This design comes from an exercise in tuning for small area on the open sky130 flow, not from production work. In this exercise RTL edits were held to simulation tests only and were not proved equivalent to the original. Power is estimated from default activity; no workload was simulated.

===== flow/design.v =====
package rosetta_pkg;
    localparam int LANES_DEF = 16;
    localparam int WORD_DEF  = 8;
    localparam int INST_W    = 28;
    localparam int PC_W      = 8;
    localparam int VPTR_W    = 4;
    localparam int FP_W      = 2;
    typedef enum logic [1:0] {
        OP_ADD  = 2'd0,
        OP_SUB  = 2'd1,
        OP_MUL  = 2'd2,
        OP_HALT = 2'd3
    } opcode_t;
    typedef struct packed {
        logic [VPTR_W-1:0] dst_ptr;
        logic [VPTR_W-1:0] src0_ptr;
        logic [VPTR_W-1:0] src1_ptr;
        opcode_t           op;
        logic [FP_W-1:0]   fp_shift;
        logic [11:0]       unused;
    } inst_t;
    typedef struct packed {
        logic              valid;
        logic              halt;
        opcode_t           op;
        logic [FP_W-1:0]   fp_shift;
        logic [VPTR_W-1:0] dst_ptr;
    } stage_ctx_t;
endpackage
`timescale 1ns/10ps
module rosetta_lane_alu (
    input  logic [7:0] a,
    input  logic [7:0] b,
    input  logic       mul,       
    input  logic       add,       
    input  logic       sub,       
    input  logic [3:0] sh,        
    input  logic       sel,
    output logic [7:0] y
);
    logic [7:0] m;
    assign m[0]   = b[0] | ~mul;
    assign m[7:1] = b[7:1] & {7{mul}};
    logic [7:0] cb;
    logic       cbn0;
    assign cb[6:1] = (b[6:1] & {6{add}}) | (~b[6:1] & {6{sub}});
    assign cb[7]   = (b[7] & add) | (~b[7] & sub);
    assign cbn0    = ~((b[0] & add) | (~b[0] & sub));
    logic [0:0] k_n;
    assign k_n[0] = ~sub;
    logic [15:0] pn;
    logic ppn0_0;
    logic ppn0_1;
    logic ppn0_2;
    logic ppn0_3;
    logic ppn0_4;
    logic ppn0_5;
    logic ppn0_6;
    logic ppn0_7;
    logic ppn1_0;
    logic ppn1_1;
    logic ppn1_2;
    logic ppn1_3;
    logic ppn1_4;
    logic ppn1_5;
    logic ppn1_6;
    logic ppn1_7;
    logic ppn2_0;
    logic ppn2_1;
    logic ppn2_2;
    logic ppn2_3;
    logic ppn2_4;
    logic ppn2_5;
    logic ppn2_6;
    logic ppn2_7;
    logic ppn3_0;
    logic ppn3_1;
    logic ppn3_2;
    logic ppn3_3;
    logic ppn3_4;
    logic ppn3_5;
    logic ppn3_6;
    logic ppn3_7;
    logic ppn4_0;
    logic ppn4_1;
    logic ppn4_2;
    logic ppn4_3;
    logic ppn4_4;
    logic ppn4_5;
    logic ppn4_6;
    logic ppn4_7;
    logic ppn5_0;
    logic ppn5_1;
    logic ppn5_2;
    logic ppn5_3;
    logic ppn5_4;
    logic ppn5_5;
    logic ppn5_6;
    logic ppn5_7;
    logic ppn6_0;
    logic ppn6_1;
    logic ppn6_2;
    logic ppn6_3;
    logic ppn6_4;
    logic ppn6_5;
    logic ppn6_6;
    logic ppn6_7;
    logic ppn7_0;
    logic ppn7_1;
    logic ppn7_2;
    logic ppn7_3;
    logic ppn7_4;
    logic ppn7_5;
    logic ppn7_6;
    logic ppn7_7;
    logic sn1;
    logic cn2;
    logic sn3;
    logic cn4;
    logic sn5;
    logic cn6;
    logic sn7;
    logic cn8;
    logic sn9;
    logic cn10;
    logic sn11;
    logic cn12;
    logic sn13;
    logic cn14;
    logic sn15;
    logic cn16;
    logic sn17;
    logic cn18;
    logic sn19;
    logic cn20;
    logic sn21;
    logic cn22;
    logic sn23;
    logic cn24;
    logic sn25;
    logic cn26;
    logic sn27;
    logic cn28;
    logic sn29;
    logic cn30;
    logic sn31;
    logic cn32;
    logic sn33;
    logic cn34;
    logic sn35;
    logic cn36;
    logic sn37;
    logic cn38;
    logic sn39;
    logic cn40;
    logic sn41;
    logic cn42;
    logic sn43;
    logic cn44;
    logic sn45;
    logic cn46;
    logic sn47;
    logic cn48;
    logic sn49;
    logic cn50;
    logic sn51;
    logic cn52;
    logic sn53;
    logic cn54;
    logic sn55;
    logic cn56;
    logic sn57;
    logic cn58;
    logic sn59;
    logic cn60;
    logic sn61;
    logic cn62;
    logic sn63;
    logic cn64;
    logic sn65;
    logic cn66;
    logic sn67;
    logic cn68;
    logic sn69;
    logic cn70;
    logic sn71;
    logic cn72;
    logic sn73;
    logic cn74;
    logic sn75;
    logic cn76;
    logic sn77;
    logic cn78;
    logic sn79;
    logic cn80;
    logic sn81;
    logic cn82;
    logic sn83;
    logic cn84;
    logic sn85;
    logic cn86;
    logic sn87;
    logic cn88;
    logic sn89;
    logic cn90;
    logic sn91;
    logic cn92;
    logic sn93;
    logic cn94;
    logic sn95;
    logic cn96;
    logic sn97;
    logic cn98;
    logic sn99;
    logic cn100;
    logic sn101;
    logic cn102;
    logic sn103;
    logic cn104;
    logic sn105;
    logic cn106;
    logic [6:0] txn;
    logic [6:0] tyn;
    logic [6:0] tsn;
    logic [6:0] tp;
    logic [6:0] tcy;
    logic tc;
    assign ppn0_0 = ~(a[0] & m[0]);
    assign ppn0_1 = ~((a[0] & m[1]) | cb[1]);
    assign ppn0_2 = ~(a[0] & m[2]);
    assign ppn0_3 = ~(a[0] & m[3]);
    assign ppn0_4 = ~(a[0] & m[4]);
    assign ppn0_5 = ~(a[0] & m[5]);
    assign ppn0_6 = ~(a[0] & m[6]);
    assign ppn0_7 = (a[0] & m[7]) | cb[7];
    assign ppn1_0 = ~(a[1] & m[0]);
    assign ppn1_1 = ~((a[1] & m[1]) | cb[2]);
    assign ppn1_2 = ~(a[1] & m[2]);
    assign ppn1_3 = ~(a[1] & m[3]);
    assign ppn1_4 = ~(a[1] & m[4]);
    assign ppn1_5 = ~(a[1] & m[5]);
    assign ppn1_6 = ~(a[1] & m[6]);
    assign ppn1_7 = a[1] & m[7];
    assign ppn2_0 = ~(a[2] & m[0]);
    assign ppn2_1 = ~((a[2] & m[1]) | cb[3]);
    assign ppn2_2 = ~(a[2] & m[2]);
    assign ppn2_3 = ~(a[2] & m[3]);
    assign ppn2_4 = ~(a[2] & m[4]);
    assign ppn2_5 = ~(a[2] & m[5]);
    assign ppn2_6 = ~(a[2] & m[6]);
    assign ppn2_7 = a[2] & m[7];
    assign ppn3_0 = ~(a[3] & m[0]);
    assign ppn3_1 = ~((a[3] & m[1]) | cb[4]);
    assign ppn3_2 = ~(a[3] & m[2]);
    assign ppn3_3 = ~(a[3] & m[3]);
    assign ppn3_4 = ~(a[3] & m[4]);
    assign ppn3_5 = ~(a[3] & m[5]);
    assign ppn3_6 = ~(a[3] & m[6]);
    assign ppn3_7 = a[3] & m[7];
    assign ppn4_0 = ~(a[4] & m[0]);
    assign ppn4_1 = ~((a[4] & m[1]) | cb[5]);
    assign ppn4_2 = ~(a[4] & m[2]);
    assign ppn4_3 = ~(a[4] & m[3]);
    assign ppn4_4 = ~(a[4] & m[4]);
    assign ppn4_5 = ~(a[4] & m[5]);
    assign ppn4_6 = ~(a[4] & m[6]);
    assign ppn4_7 = a[4] & m[7];
    assign ppn5_0 = ~(a[5] & m[0]);
    assign ppn5_1 = ~((a[5] & m[1]) | cb[6]);
    assign ppn5_2 = ~(a[5] & m[2]);
    assign ppn5_3 = ~(a[5] & m[3]);
    assign ppn5_4 = ~(a[5] & m[4]);
    assign ppn5_5 = ~(a[5] & m[5]);
    assign ppn5_6 = ~(a[5] & m[6]);
    assign ppn5_7 = a[5] & m[7];
    assign ppn6_0 = ~(a[6] & m[0]);
    assign ppn6_1 = ~(a[6] & m[1]);
    assign ppn6_2 = ~(a[6] & m[2]);
    assign ppn6_3 = ~(a[6] & m[3]);
    assign ppn6_4 = ~(a[6] & m[4]);
    assign ppn6_5 = ~(a[6] & m[5]);
    assign ppn6_6 = ~(a[6] & m[6]);
    assign ppn6_7 = a[6] & m[7];
    assign ppn7_0 = a[7] & m[0];
    assign ppn7_1 = a[7] & m[1];
    assign ppn7_2 = a[7] & m[2];
    assign ppn7_3 = a[7] & m[3];
    assign ppn7_4 = a[7] & m[4];
    assign ppn7_5 = a[7] & m[5];
    assign ppn7_6 = a[7] & m[6];
    assign ppn7_7 = ~(a[7] & m[7]);
    rosetta_han u_sn1 (.xn(ppn0_6), .yn(ppn1_5), .sn(sn1), .cn(cn2));
    rosetta_fa u_sn3 (.x(ppn3_4), .y(ppn1_6), .z(ppn2_5), .s(sn3), .c(cn4));
    rosetta_han u_sn5 (.xn(ppn4_3), .yn(ppn5_2), .sn(sn5), .cn(cn6));
    rosetta_ha u_sn7 (.x(ppn1_7), .y(ppn2_6), .s(sn7), .c(cn8));
    rosetta_fa u_sn9 (.x(ppn5_3), .y(ppn3_5), .z(ppn4_4), .s(sn9), .c(cn10));
    rosetta_fa u_sn11 (.x(ppn4_5), .y(ppn2_7), .z(ppn3_6), .s(sn11), .c(cn12));
    rosetta_han u_sn13 (.xn(ppn0_4), .yn(ppn1_3), .sn(sn13), .cn(cn14));
    rosetta_fa u_sn15 (.x(ppn2_3), .y(ppn0_5), .z(ppn1_4), .s(sn15), .c(cn16));
    rosetta_han u_sn17 (.xn(ppn3_2), .yn(ppn5_0), .sn(sn17), .cn(cn18));
    rosetta_fa u_sn19 (.x(ppn4_2), .y(ppn2_4), .z(ppn3_3), .s(sn19), .c(cn20));
    rosetta_fa u_sn21 (.x(sn1), .y(ppn6_0), .z(ppn5_1), .s(sn21), .c(cn22));
    rosetta_fa u_sn23 (.x(ppn0_7), .y(ppn6_1), .z(ppn7_0), .s(sn23), .c(cn24));
    rosetta_fa u_sn25 (.x(sn5), .y(cn2), .z(sn3), .s(sn25), .c(cn26));
    rosetta_fa u_sn27 (.x(cn4), .y(ppn6_2), .z(ppn7_1), .s(sn27), .c(cn28));
    rosetta_fa u_sn29 (.x(sn9), .y(cn6), .z(sn7), .s(sn29), .c(cn30));
    rosetta_fa u_sn31 (.x(ppn7_2), .y(ppn5_4), .z(ppn6_3), .s(sn31), .c(cn32));
    rosetta_fa u_sn33 (.x(sn11), .y(cn8), .z(cn10), .s(sn33), .c(cn34));
    rosetta_fa u_sn35 (.x(ppn5_5), .y(ppn3_7), .z(ppn4_6), .s(sn35), .c(cn36));
    rosetta_fa u_sn37 (.x(cn12), .y(ppn6_4), .z(ppn7_3), .s(sn37), .c(cn38));
    rosetta_fa u_sn39 (.x(ppn6_5), .y(ppn4_7), .z(ppn5_6), .s(sn39), .c(cn40));
    rosetta_han u_sn41 (.xn(ppn0_3), .yn(ppn1_2), .sn(sn41), .cn(cn42));
    rosetta_fa u_sn43 (.x(ppn3_1), .y(ppn2_2), .z(ppn4_0), .s(sn43), .c(cn44));
    rosetta_fa u_sn45 (.x(sn15), .y(ppn4_1), .z(cn14), .s(sn45), .c(cn46));
    rosetta_fa u_sn47 (.x(sn19), .y(cn16), .z(cn18), .s(sn47), .c(cn48));
    rosetta_fa u_sn49 (.x(cn22), .y(cn20), .z(sn23), .s(sn49), .c(cn50));
    rosetta_fa u_sn51 (.x(cn26), .y(cn24), .z(sn27), .s(sn51), .c(cn52));
    rosetta_fa u_sn53 (.x(cn30), .y(sn31), .z(cn28), .s(sn53), .c(cn54));
    rosetta_fa u_sn55 (.x(sn37), .y(cn32), .z(sn35), .s(sn55), .c(cn56));
    rosetta_fa u_sn57 (.x(sn39), .y(ppn7_4), .z(cn36), .s(sn57), .c(cn58));
    rosetta_fa u_sn59 (.x(ppn7_5), .y(ppn5_7), .z(ppn6_6), .s(sn59), .c(cn60));
    rosetta_han u_sn61 (.xn(k_n[0]), .yn(ppn0_0), .sn(sn61), .cn(cn62));
    rosetta_han u_sn63 (.xn(ppn1_0), .yn(ppn0_1), .sn(sn63), .cn(cn64));
    rosetta_fa u_sn65 (.x(ppn1_1), .y(ppn0_2), .z(ppn2_0), .s(sn65), .c(cn66));
    rosetta_fa u_sn67 (.x(sn41), .y(ppn3_0), .z(ppn2_1), .s(sn67), .c(cn68));
    rosetta_fa u_sn69 (.x(sn43), .y(cn42), .z(sn13), .s(sn69), .c(cn70));
    rosetta_fa u_sn71 (.x(sn45), .y(sn17), .z(cn44), .s(sn71), .c(cn72));
    rosetta_fa u_sn73 (.x(sn47), .y(cn46), .z(sn21), .s(sn73), .c(cn74));
    rosetta_fa u_sn75 (.x(sn49), .y(cn48), .z(sn25), .s(sn75), .c(cn76));
    rosetta_fa u_sn77 (.x(sn51), .y(sn29), .z(cn50), .s(sn77), .c(cn78));
    rosetta_fa u_sn79 (.x(sn53), .y(sn33), .z(cn52), .s(sn79), .c(cn80));
    rosetta_fa u_sn81 (.x(sn55), .y(cn34), .z(cn54), .s(sn81), .c(cn82));
    rosetta_fa u_sn83 (.x(cn56), .y(cn38), .z(sn57), .s(sn83), .c(cn84));
    rosetta_fa u_sn85 (.x(cn58), .y(cn40), .z(sn59), .s(sn85), .c(cn86));
    rosetta_fa u_sn87 (.x(cn60), .y(ppn6_7), .z(ppn7_6), .s(sn87), .c(cn88));
    rosetta_han u_sn89 (.xn(cbn0), .yn(sn61), .sn(sn89), .cn(cn90));
    rosetta_fa u_sn91 (.x(cn90), .y(cn62), .z(sn63), .s(sn91), .c(cn92));
    rosetta_fa u_sn93 (.x(cn92), .y(cn64), .z(sn65), .s(sn93), .c(cn94));
    rosetta_fa u_sn95 (.x(cn94), .y(cn66), .z(sn67), .s(sn95), .c(cn96));
    rosetta_fa u_sn97 (.x(cn96), .y(cn68), .z(sn69), .s(sn97), .c(cn98));
    rosetta_fa u_sn99 (.x(cn98), .y(cn70), .z(sn71), .s(sn99), .c(cn100));
    rosetta_fa u_sn101 (.x(cn100), .y(cn72), .z(sn73), .s(sn101), .c(cn102));
    rosetta_fa u_sn103 (.x(cn102), .y(cn74), .z(sn75), .s(sn103), .c(cn104));
    rosetta_fa u_sn105 (.x(cn104), .y(cn76), .z(sn77), .s(sn105), .c(cn106));
    assign txn = {1'b0, ppn7_7, sn87, sn85, sn83, cn80, cn78};
    assign tyn = {1'b1, cn88, cn86, cn84, cn82, sn81, sn79};
    assign tc = ~cn106;
    assign tp = txn ^ tyn;
    rosetta_prefix #(.N(7), .L(3)) u_top (.xn(txn), .yn(tyn), .p(tp), .ci(tc), .c(tcy));
    assign tsn = ~(tp ^ tcy);
    assign pn[0] = sn89;
    assign pn[1] = sn91;
    assign pn[2] = sn93;
    assign pn[3] = sn95;
    assign pn[4] = sn97;
    assign pn[5] = sn99;
    assign pn[6] = sn101;
    assign pn[7] = sn103;
    assign pn[8] = sn105;
    assign pn[9] = tsn[0];
    assign pn[10] = tsn[1];
    assign pn[11] = tsn[2];
    assign pn[12] = tsn[3];
    assign pn[13] = tsn[4];
    assign pn[14] = tsn[5];
    assign pn[15] = tsn[6];
    logic [15:0] p;
    assign p = ~pn;
    logic       all1, all0, ovf;
    logic       pass, satv;
    logic [6:0] q;
    assign all1 = (&p[14:10]) & (p[9] | sh[3]) & (p[8] | sh[3] | sh[2])
                & (p[7] | ~sh[0]);
    assign all0 = ~(|p[14:10]) & (~p[9] | sh[3]) & (~p[8] | sh[3] | sh[2])
                & (~p[7] | ~sh[0]);
    assign ovf  = p[15] ? ~all1 : ~all0;
    assign q    = ({7{sh[0]}} & p[6:0]) | ({7{sh[1]}} & p[7:1])
                | ({7{sh[2]}} & p[8:2]) | ({7{sh[3]}} & p[9:3]);
    assign pass = sel & ~ovf;
    assign satv = sel & ovf & ~p[15];
    assign y    = {sel & p[15], ({7{pass}} & q) | {7{satv}}};
endmodule
module rosetta_fa (
    input  logic x,
    input  logic y,
    input  logic z,
    output logic s,
    output logic c
);
    assign s = x ^ y ^ z;
    assign c = (x & y) | (x & z) | (y & z);
endmodule
module rosetta_ha (
    input  logic x,
    input  logic y,
    output logic s,
    output logic c
);
    assign s = x ^ y;
    assign c = x & y;
endmodule
module rosetta_han (
    input  logic xn,
    input  logic yn,
    output logic sn,
    output logic cn
);
    rosetta_xnor2 u_s (.x(xn), .y(yn), .z(sn));
    rosetta_or2   u_c (.x(xn), .y(yn), .z(cn));
endmodule
module rosetta_xnor2 (
    input  logic x,
    input  logic y,
    output logic z
);
    assign z = ~(x ^ y);
endmodule
module rosetta_or2 (
    input  logic x,
    input  logic y,
    output logic z
);
    assign z = x | y;
endmodule
module rosetta_maj (
    input  logic x,
    input  logic y,
    input  logic z,
    output logic c
);
    assign c = (x & y) | (x & z) | (y & z);
endmodule
module rosetta_prefix (
    xn, yn, p, ci, c
);
    parameter int N = 8;
    parameter int L = 4;      
    input  logic [N-1:0] xn;
    input  logic [N-1:0] yn;
    input  logic [N-1:0] p;
    input  logic         ci;
    output logic [N-1:0] c;
    logic [N:0] g [0:L];
    logic [N:0] t [0:L];
    assign g[0] = {~(xn | yn), ci};
    assign t[0] = {p, 1'b0};
    for (genvar l = 0; l < L; l++) begin : g_lvl
        for (genvar i = 0; i <= N; i++) begin : g_pos
            if (((i >> l) & 1) == 1) begin : g_op
                localparam int J = ((i >> l) << l) - 1;
                assign g[l+1][i] = g[l][i] | (t[l][i] & g[l][J]);
                assign t[l+1][i] = t[l][i] & t[l][J];
            end else begin : g_pass
                assign g[l+1][i] = g[l][i];
                assign t[l+1][i] = t[l][i];
            end
        end
    end
    assign c = g[L][N-1:0];
endmodule
`timescale 1ns/10ps
module rosetta_core #(
    parameter int LANES = rosetta_pkg::LANES_DEF,
    parameter int WORD  = rosetta_pkg::WORD_DEF
) (
    input  logic                             clk,
    input  logic                             rst,
    output logic                             im_ren,
    output logic [rosetta_pkg::PC_W-1:0]     im_ptr,
    input  logic [rosetta_pkg::INST_W-1:0]   im_rdata,
    output logic                             pam_src0_ren,
    output logic [rosetta_pkg::VPTR_W-1:0]   pam_src0_ptr,
    input  logic [LANES-1:0]                 pam_src0_rdata,
    output logic                             pam_src1_ren,
    output logic [rosetta_pkg::VPTR_W-1:0]   pam_src1_ptr,
    input  logic [LANES-1:0]                 pam_src1_rdata,
    output logic                             am_src0_ren,
    output logic [rosetta_pkg::VPTR_W-1:0]   am_src0_ptr,
    output logic [LANES-1:0]                 am_src0_cs,
    input  logic [LANES*WORD-1:0]            am_src0_rdata,
    output logic                             am_src1_ren,
    output logic [rosetta_pkg::VPTR_W-1:0]   am_src1_ptr,
    output logic [LANES-1:0]                 am_src1_cs,
    input  logic [LANES*WORD-1:0]            am_src1_rdata,
    output logic                             pam_dst_wen,
    output logic [rosetta_pkg::VPTR_W-1:0]   pam_dst_ptr,
    output logic [LANES-1:0]                 pam_dst_wdata,
    output logic                             am_dst_wen,
    output logic [rosetta_pkg::VPTR_W-1:0]   am_dst_ptr,
    output logic [LANES-1:0]                 am_dst_cs,
    output logic [LANES*WORD-1:0]            am_dst_wdata,
    output logic                             done
);
    logic [7:0] pc;
    logic       started;
    logic       halted;
    assign im_ren = started & ~halted;
    assign im_ptr = pc;
    always_ff @(posedge clk) begin
        if (rst) begin
            pc      <= '0;
            started <= 1'b0;
        end else begin
            started <= 1'b1;
            if (im_ren) pc <= pc + 1'b1;
        end
    end
    logic dec_valid;
    logic dec_halt;
    logic dec_issue;
    assign dec_halt  = dec_valid & (im_rdata[15:14] == 2'd3);
    assign dec_issue = dec_valid & (im_rdata[15:14] != 2'd3);
    assign pam_src0_ren = dec_issue;
    assign pam_src0_ptr = im_rdata[23:20];
    assign pam_src1_ren = dec_issue;
    assign pam_src1_ptr = im_rdata[19:16];
    always_ff @(posedge clk) begin
        if (rst) begin
            dec_valid <= 1'b0;
            halted    <= 1'b0;
        end else begin
            dec_valid <= im_ren & ~dec_halt;
            if (dec_halt) halted <= 1'b1;
        end
    end
    logic       v_msk, v_rm, v_com;
    logic [3:0] src0_msk, src1_msk;
    logic [3:0] dst_msk, dst_rm, dst_com, dst_wm;
    logic [1:0] op_msk, op_rm;
    logic [1:0] sh_msk, sh_rm;
    logic       v_wm;
    always_ff @(posedge clk) begin
        src0_msk <= im_rdata[23:20];
        src1_msk <= im_rdata[19:16];
        dst_msk  <= im_rdata[27:24];
        op_msk   <= im_rdata[15:14];
        sh_msk   <= im_rdata[13:12];
    end
    logic [LANES-1:0] lane_sel;
    assign lane_sel = v_msk ? (pam_src0_rdata & pam_src1_rdata) : '0;
    assign am_src0_ren = v_msk;
    assign am_src0_ptr = src0_msk;
    assign am_src0_cs  = lane_sel;
    assign am_src1_ren = v_msk;
    assign am_src1_ptr = src1_msk;
    assign am_src1_cs  = lane_sel;
    logic [LANES-1:0]      sel_rm, sel_com, sel_wm;
    logic [LANES*WORD-1:0] lane_y;
    logic [LANES*WORD-1:0] res_com, res_wm;
    always_ff @(posedge clk) begin
        sel_rm <= lane_sel;
        dst_rm <= dst_msk;
        op_rm  <= op_msk;
        sh_rm  <= sh_msk;
    end
    logic       alu_mul, alu_add, alu_sub;
    logic [3:0] alu_sh;
    assign alu_mul = op_rm[1];
    assign alu_add = (op_rm == 2'd0);
    assign alu_sub = (op_rm == 2'd1);
    assign alu_sh  = alu_mul ? (4'b0001 << sh_rm) : 4'b0001;
    for (genvar i = 0; i < LANES; i++) begin : g_lane
        rosetta_lane_alu u_lane_alu (
            .a        (am_src0_rdata[i*WORD +: WORD]),
            .b        (am_src1_rdata[i*WORD +: WORD]),
            .mul      (alu_mul),
            .add      (alu_add),
            .sub      (alu_sub),
            .sh       (alu_sh),
            .sel      (sel_rm[i]),
            .y        (lane_y[i*WORD +: WORD])
        );
    end
    always_ff @(posedge clk) begin
        res_com <= lane_y;
        sel_com <= sel_rm;
        dst_com <= dst_rm;
        res_wm  <= res_com;
        sel_wm  <= sel_com;
        dst_wm  <= dst_com;
    end
    logic halt_rm, halt_com, halt_wm;
    always_ff @(posedge clk) begin
        if (rst) begin
            v_msk    <= 1'b0;
            v_rm     <= 1'b0;
            v_com    <= 1'b0;
            v_wm     <= 1'b0;
            halt_rm  <= 1'b0;
            halt_com <= 1'b0;
            halt_wm  <= 1'b0;
            done     <= 1'b0;
        end else begin
            v_msk    <= dec_issue;
            v_rm     <= v_msk;
            v_com    <= v_rm;
            v_wm     <= v_com;
            halt_rm  <= halted;
            halt_com <= halt_rm;
            halt_wm  <= halt_com;
            done     <= halt_wm;
        end
    end
    assign am_dst_wen  = v_wm;
    assign pam_dst_wen = v_wm;
    assign am_dst_ptr  = dst_wm;
    assign pam_dst_ptr = dst_wm;
    assign am_dst_cs   = v_wm ? sel_wm : '0;
    assign am_dst_wdata = res_wm;
    for (genvar i = 0; i < LANES; i++) begin : g_nz
        assign pam_dst_wdata[i] = |res_wm[i*WORD +: WORD];
    end
endmodule

===== flow/flow/run.sh =====
#!/bin/bash
# Own layout flow: the standard layout (standard.sh, all ORFS steps from
# synthesis to finish) with these knobs changed:
#  - synthesis is the standard flow's script (my_synth.tcl is synth_recipe.tcl plus one
#    change) with ABC mapping by abc_nf.script, area recovery on top of
#    ORFS's delay mapper, instead of ORFS's speed script
#  - every input and output port still gets its own buffer, but the
#    smallest one (buf_1) instead of the delay buffer buffer_ports picks
#  - the clock tree is built from clkbuf_4 and clkbuf_8, without dummy
#    loads, from clusters of up to 15 flip-flops within 100 um
# make's full output goes to standard_finish.log here; ORFS keeps each
# step's log under orfs/logs.
set -euo pipefail
here=$(pwd)
export ABC_SCRIPT_FILE="$here/flow/abc_nf.script"
bash standard.sh \
  "SYNTH_SCRIPT=$here/flow/my_synth.tcl" \
  "BUFFER_PORTS_ARGS=-buffer_cell sky130_fd_sc_hd__buf_1" \
  REMOVE_ABC_BUFFERS=1 \
  "CTS_ARGS=-sink_clustering_enable -repair_clock_nets -dont_use_dummy_load -sink_clustering_size 15 -sink_clustering_max_diameter 100 -buf_list {sky130_fd_sc_hd__clkbuf_4 sky130_fd_sc_hd__clkbuf_8}" \
  finish > standard_finish.log 2>&1

===== flow/flow/abc_nf.script =====
&get -n
&st
&dch
&nf -R 1000
&put
topo

===== flow/flow/my_synth.tcl =====
# The standard flow's synthesis script (synth_recipe.tcl), with one change: ABC maps the
# logic with the script in the environment variable ABC_SCRIPT_FILE (area
# mapping with area recovery) instead of ORFS's speed script.  Registers
# are untouched: they are mapped before ABC runs, and ABC does not see them.
proc synth {args} { yosys synth -nofsm -noshare {*}$args }
proc abc {args} {
  set i [lsearch -exact $args -script]
  if { $i >= 0 && [info exists ::env(ABC_SCRIPT_FILE)] } {
    lset args [expr {$i + 1}] $::env(ABC_SCRIPT_FILE)
    puts "abc: mapping with $::env(ABC_SCRIPT_FILE)"
  }
  yosys abc {*}$args
}
source $::env(SCRIPTS_DIR)/synth.tcl
# left out here: clear keep_hierarchy, flatten, clean up, hide names made inside functions, write 1_2_yosys.v

===== flow/standard.sh =====
#!/bin/bash
# synth_recipe.tcl (not shown) runs the flow's synth.tcl, then flattens the netlist and writes it again
# the make line also repeats each setting of config.mk as NAME=value (left out here)
make -C /OpenROAD-flow-scripts/flow DESIGN_CONFIG=/design/flow/config.mk WORK_HOME=/design/flow/orfs CLKGATE_MAP_FILE= SYNTH_SCRIPT=/design/flow/synth_recipe.tcl "${@:-finish}"

===== flow/config.mk =====
export PLATFORM = sky130hd
export DESIGN_NAME = rosetta_core
export DESIGN_NICKNAME = rosetta_core
export VERILOG_FILES = /design/flow/design.v
export SDC_FILE = /design/flow/constraint.sdc
export NUM_CORES = 4
export LEC_CHECK = 0
export CAP_MARGIN = 20
export CORE_MARGIN = 2
export CORE_UTILIZATION = 70
export GPL_TIMING_DRIVEN = 0
export SLEW_MARGIN = 20
export SYNTH_HIERARCHICAL = 1
export SYNTH_MINIMUM_KEEP_SIZE = 0

===== flow/constraint.sdc =====
create_clock -name core_clock -period 8.0 [get_ports {clk}]
set_input_delay 1.6000 -clock core_clock [delete_from_list [all_inputs] [get_ports {clk}]]
set_output_delay 1.6000 -clock core_clock [all_outputs]
set_load 0.01 [all_outputs]

==> reports/qor.txt <==
unrepaired setup endpoints after global routing: no
pin count of the biggest net entering global routing: 94
Logic pwr share: 67.2%
Layout Skew: 0.07979 ns
CTS clk-pin slew, worst paths: 0.10 ns
clock power share: 10.7%
GP Congestion: 0.9581
Final Hold Vio Count: 0
CTS H-Tree Depth: 1
Setup violations, final: 0
min Tclk post-route: 7.588 ns
number of global-route vias before repair: 32,718
fraction of layout cells with a size suffix above 1: 1.329%
FMAX: 131.8 MHz
dpl ws: 0.08542 ns
via density per instance: 6.230
number of core rows: 85
Root Buffer: clkbuf_8
maxcap violations: 0
initial antenna violation count: 41
Final Max Tran Viols: 0
Pre-antenna DRT Iters: 7
Critical Path RT: 8.51 ns
Pwr Total: 8245 uW
Crit Path Class: reg -> reg
clock latency (worst-skew pair): 0.70 ns
Post-CTS Resized: 0
Chip Height: 236.4 um
Mapped Cells: 3,972
Yosys Warn Count: 10
Flop pwr share: 22.1%
Port Buf Inserts: 537
post-layout net count: 5,554
global route overflow: 0
Post-CTS Setup Inserts: 0
Filler Cell Count: 3,909
CP Capture Type: flop
Area Overhead vs Synth: 9.538%
ANT nets after route: 0
hold crit path type: reg -> reg
IO Count: 550
GRT Total Usage: 36.81%
detailed-placement wirelength estimate: 82.97 mm
leakage power: 0.01420 uW
first-pass GRT wire length: 164.9 mm
CTS tree: yes
CTS Sinks: 355
post-DR wirelength/cell: 19.66 um
Die Span X: 236.4 um
DIE AREA: 0.05586 mm^2
DRC Markers: 0
switch share: 46.55%
Vias: 32,691
Post-Syn Area: 0.03779 mm^2
PwrDens: 199.2 mW/mm^2
CP Max Fanout: 93
status: complete, no violations
Syn Area/Cell: 9.515 um^2
crit path setup slack, layout: 0.4119 ns
Initial Utilization: 70.51%
TritonCTS Buffers: 27
Internal: 4407 uW
startpoint types: flop
WP data arrival: 8.10 ns
normalized max-slew margin: 45.37%
DRT iter0 DRCs: 2,843
switching power: 3838 uW
core box area: 0.05360 mm^2
Detailed Route WL: 103.1 mm
worst slew pin tran: 0.8175 ns
post-route clock period utilization: 94.85%
Hold Buf Count CTS: 0
Bufs on Longest Clock Path: 3
peak supply drop: 157.1 uV
-- path summary, 6_finish.rpt --
check / start / endpoint / slack, ns / cells after the start
hold / removal: res_com[23] / res_wm[23] / 0.28 / 0
setup reg to reg: op_rm[1] / res_com[24] / 0.41 / 26
setup / recovery: op_rm[1] / res_com[24] / 0.41 / 26
hold reg to reg: res_com[23] / res_wm[23] / 0.28 / 0
-- placed cells by master (no fill, tap or decap), types with 16 or more instances in the layout --
master     instances
nand2_1          806
fa_1             704
buf_1            537
dfxtp_1          352
and3_1           209
nor2_1           197
xnor2_1          193
clkinv_1         162
o21ai_0          162
o22ai_1          160
a221oi_1         160
and2_0           129
xor2_1           129
or2_0            128
nand3_1           81
o211ai_1          48
diode_2           38
nor3_1            33
nor4_1            32
nand2b_1          32
a21o_1            32
clkbuf_8          27
nor2b_1           24
a21oi_1           21
a31oi_1           17
nand4_1           17
ha_1              17
a2111oi_0         16
o2111ai_1         16
mux2i_1           16
a31o_1            16
-- stage by stage --
step	instances	utilization, %	hold WS (ns)	area, um^2	setup TNS, ns
3_3_place_gp	5158	75.23	0.3097	40330	-2668.56
5_1_grt	5238	77.19	0.3161	41370	0
4_1_cts	5204	76.93	0.3067	41240	0
3_5_place_dp	5177	76.24	0.3121	40860	0
6_report	5247	77.23	0.2820	41400	0
2_1_floorplan	3925	-	0.3096	37440	-871.77
-- sequential cells by signal, indices dropped and copies added, names as in the netlist, 2 cells and up --
signal / cells
op_msk: 2
pc: 8
src1_msk: 4
res_com: 128
src0_msk: 4
dst_rm: 4
dst_msk: 4
dst_wm: 4
res_wm: 128
sh_rm: 2
dst_com: 4
sel_com: 16
op_rm: 2
sel_wm: 16
sel_rm: 16
sh_msk: 2
-- cell type report --
class / instances / area, um^2 / area share (%)
multi-input cells: 3408 / 29770 / 71.92
flip-flops and latches: 355 / 7113 / 17.18
clock buffers: 27 / 371.6 / 0.8977
diodes: 38 / 95.09 / 0.2297
repair buffers: 561 / 2567 / 6.202
well taps: 696 / 870.8 / 2.104
inverters: 162 / 608.1 / 1.469
-- layer usage --
metal | global-route usage (%) | share of wire, %
met1 | 47.46 | 38
met2 | 59.36 | 48
met3 | 7.876 | 8.9
met4 | 18.41 | 5.1
met5 | 0 | 0.15
-- worst max-delay path, cell delays in order (launching register included) --
cell	delay, ns
dfxtp_4	0.51
buf_12	0.27
buf_16	0.31
buf_12	0.28
nand2b_1	0.26
nand2_1	0.16
xnor2_1	0.14
or2_0	0.26
fa_1	0.38
fa_1	0.39
fa_1	0.39
fa_1	0.40
fa_1	0.40
fa_1	0.40
fa_1	0.40
fa_1	0.38
clkinv_1	0.08
nand2_1	0.04
o21ai_0	0.18
nand3_1	0.15
o211ai_1	0.22
a31o_1	0.21
xor2_1	0.30
nor3_1	0.10
a31oi_1	0.27
nand2b_1	0.26
o21ai_0	0.14
-- power groups by stage --
stage,sequential [uW],combinational [uW],clock [uW]
finish,1830,5540,880
CTS,1830,5460,897
global placement,1880,5230,0
floorplan,1880,4230,0
global route,1830,6200,949
detailed placement,1870,5450,0

==> port drivers added, routing unchanged <==
How much do the figures lean on ideal ports? The routed layout below was timed once more, with nothing changed but the port constraints. Step 1: set_driving_cell puts a clkbuf_16 on clk and a buf_2 on each other input, an assumption about the parent block. Step 2, shift: input delay + t, output delay - t, t = (earliest + latest rising clock arrival at the registers) / 2. This alone moves slack from input paths to output paths. a / b / c = ideal / step 1 / step 2; a / b = the first two.
shift t [ns]: 0.722
setup slack, ns: 0.412 / 0.412 / -0.101
worst data-port slew with drivers (ns): 0.13
Met with ideal ports but missed after step 2: setup timing in this run. For this run, drivers alone change the setup slack by 0.000 ns; drivers and shift together by -0.513 ns.
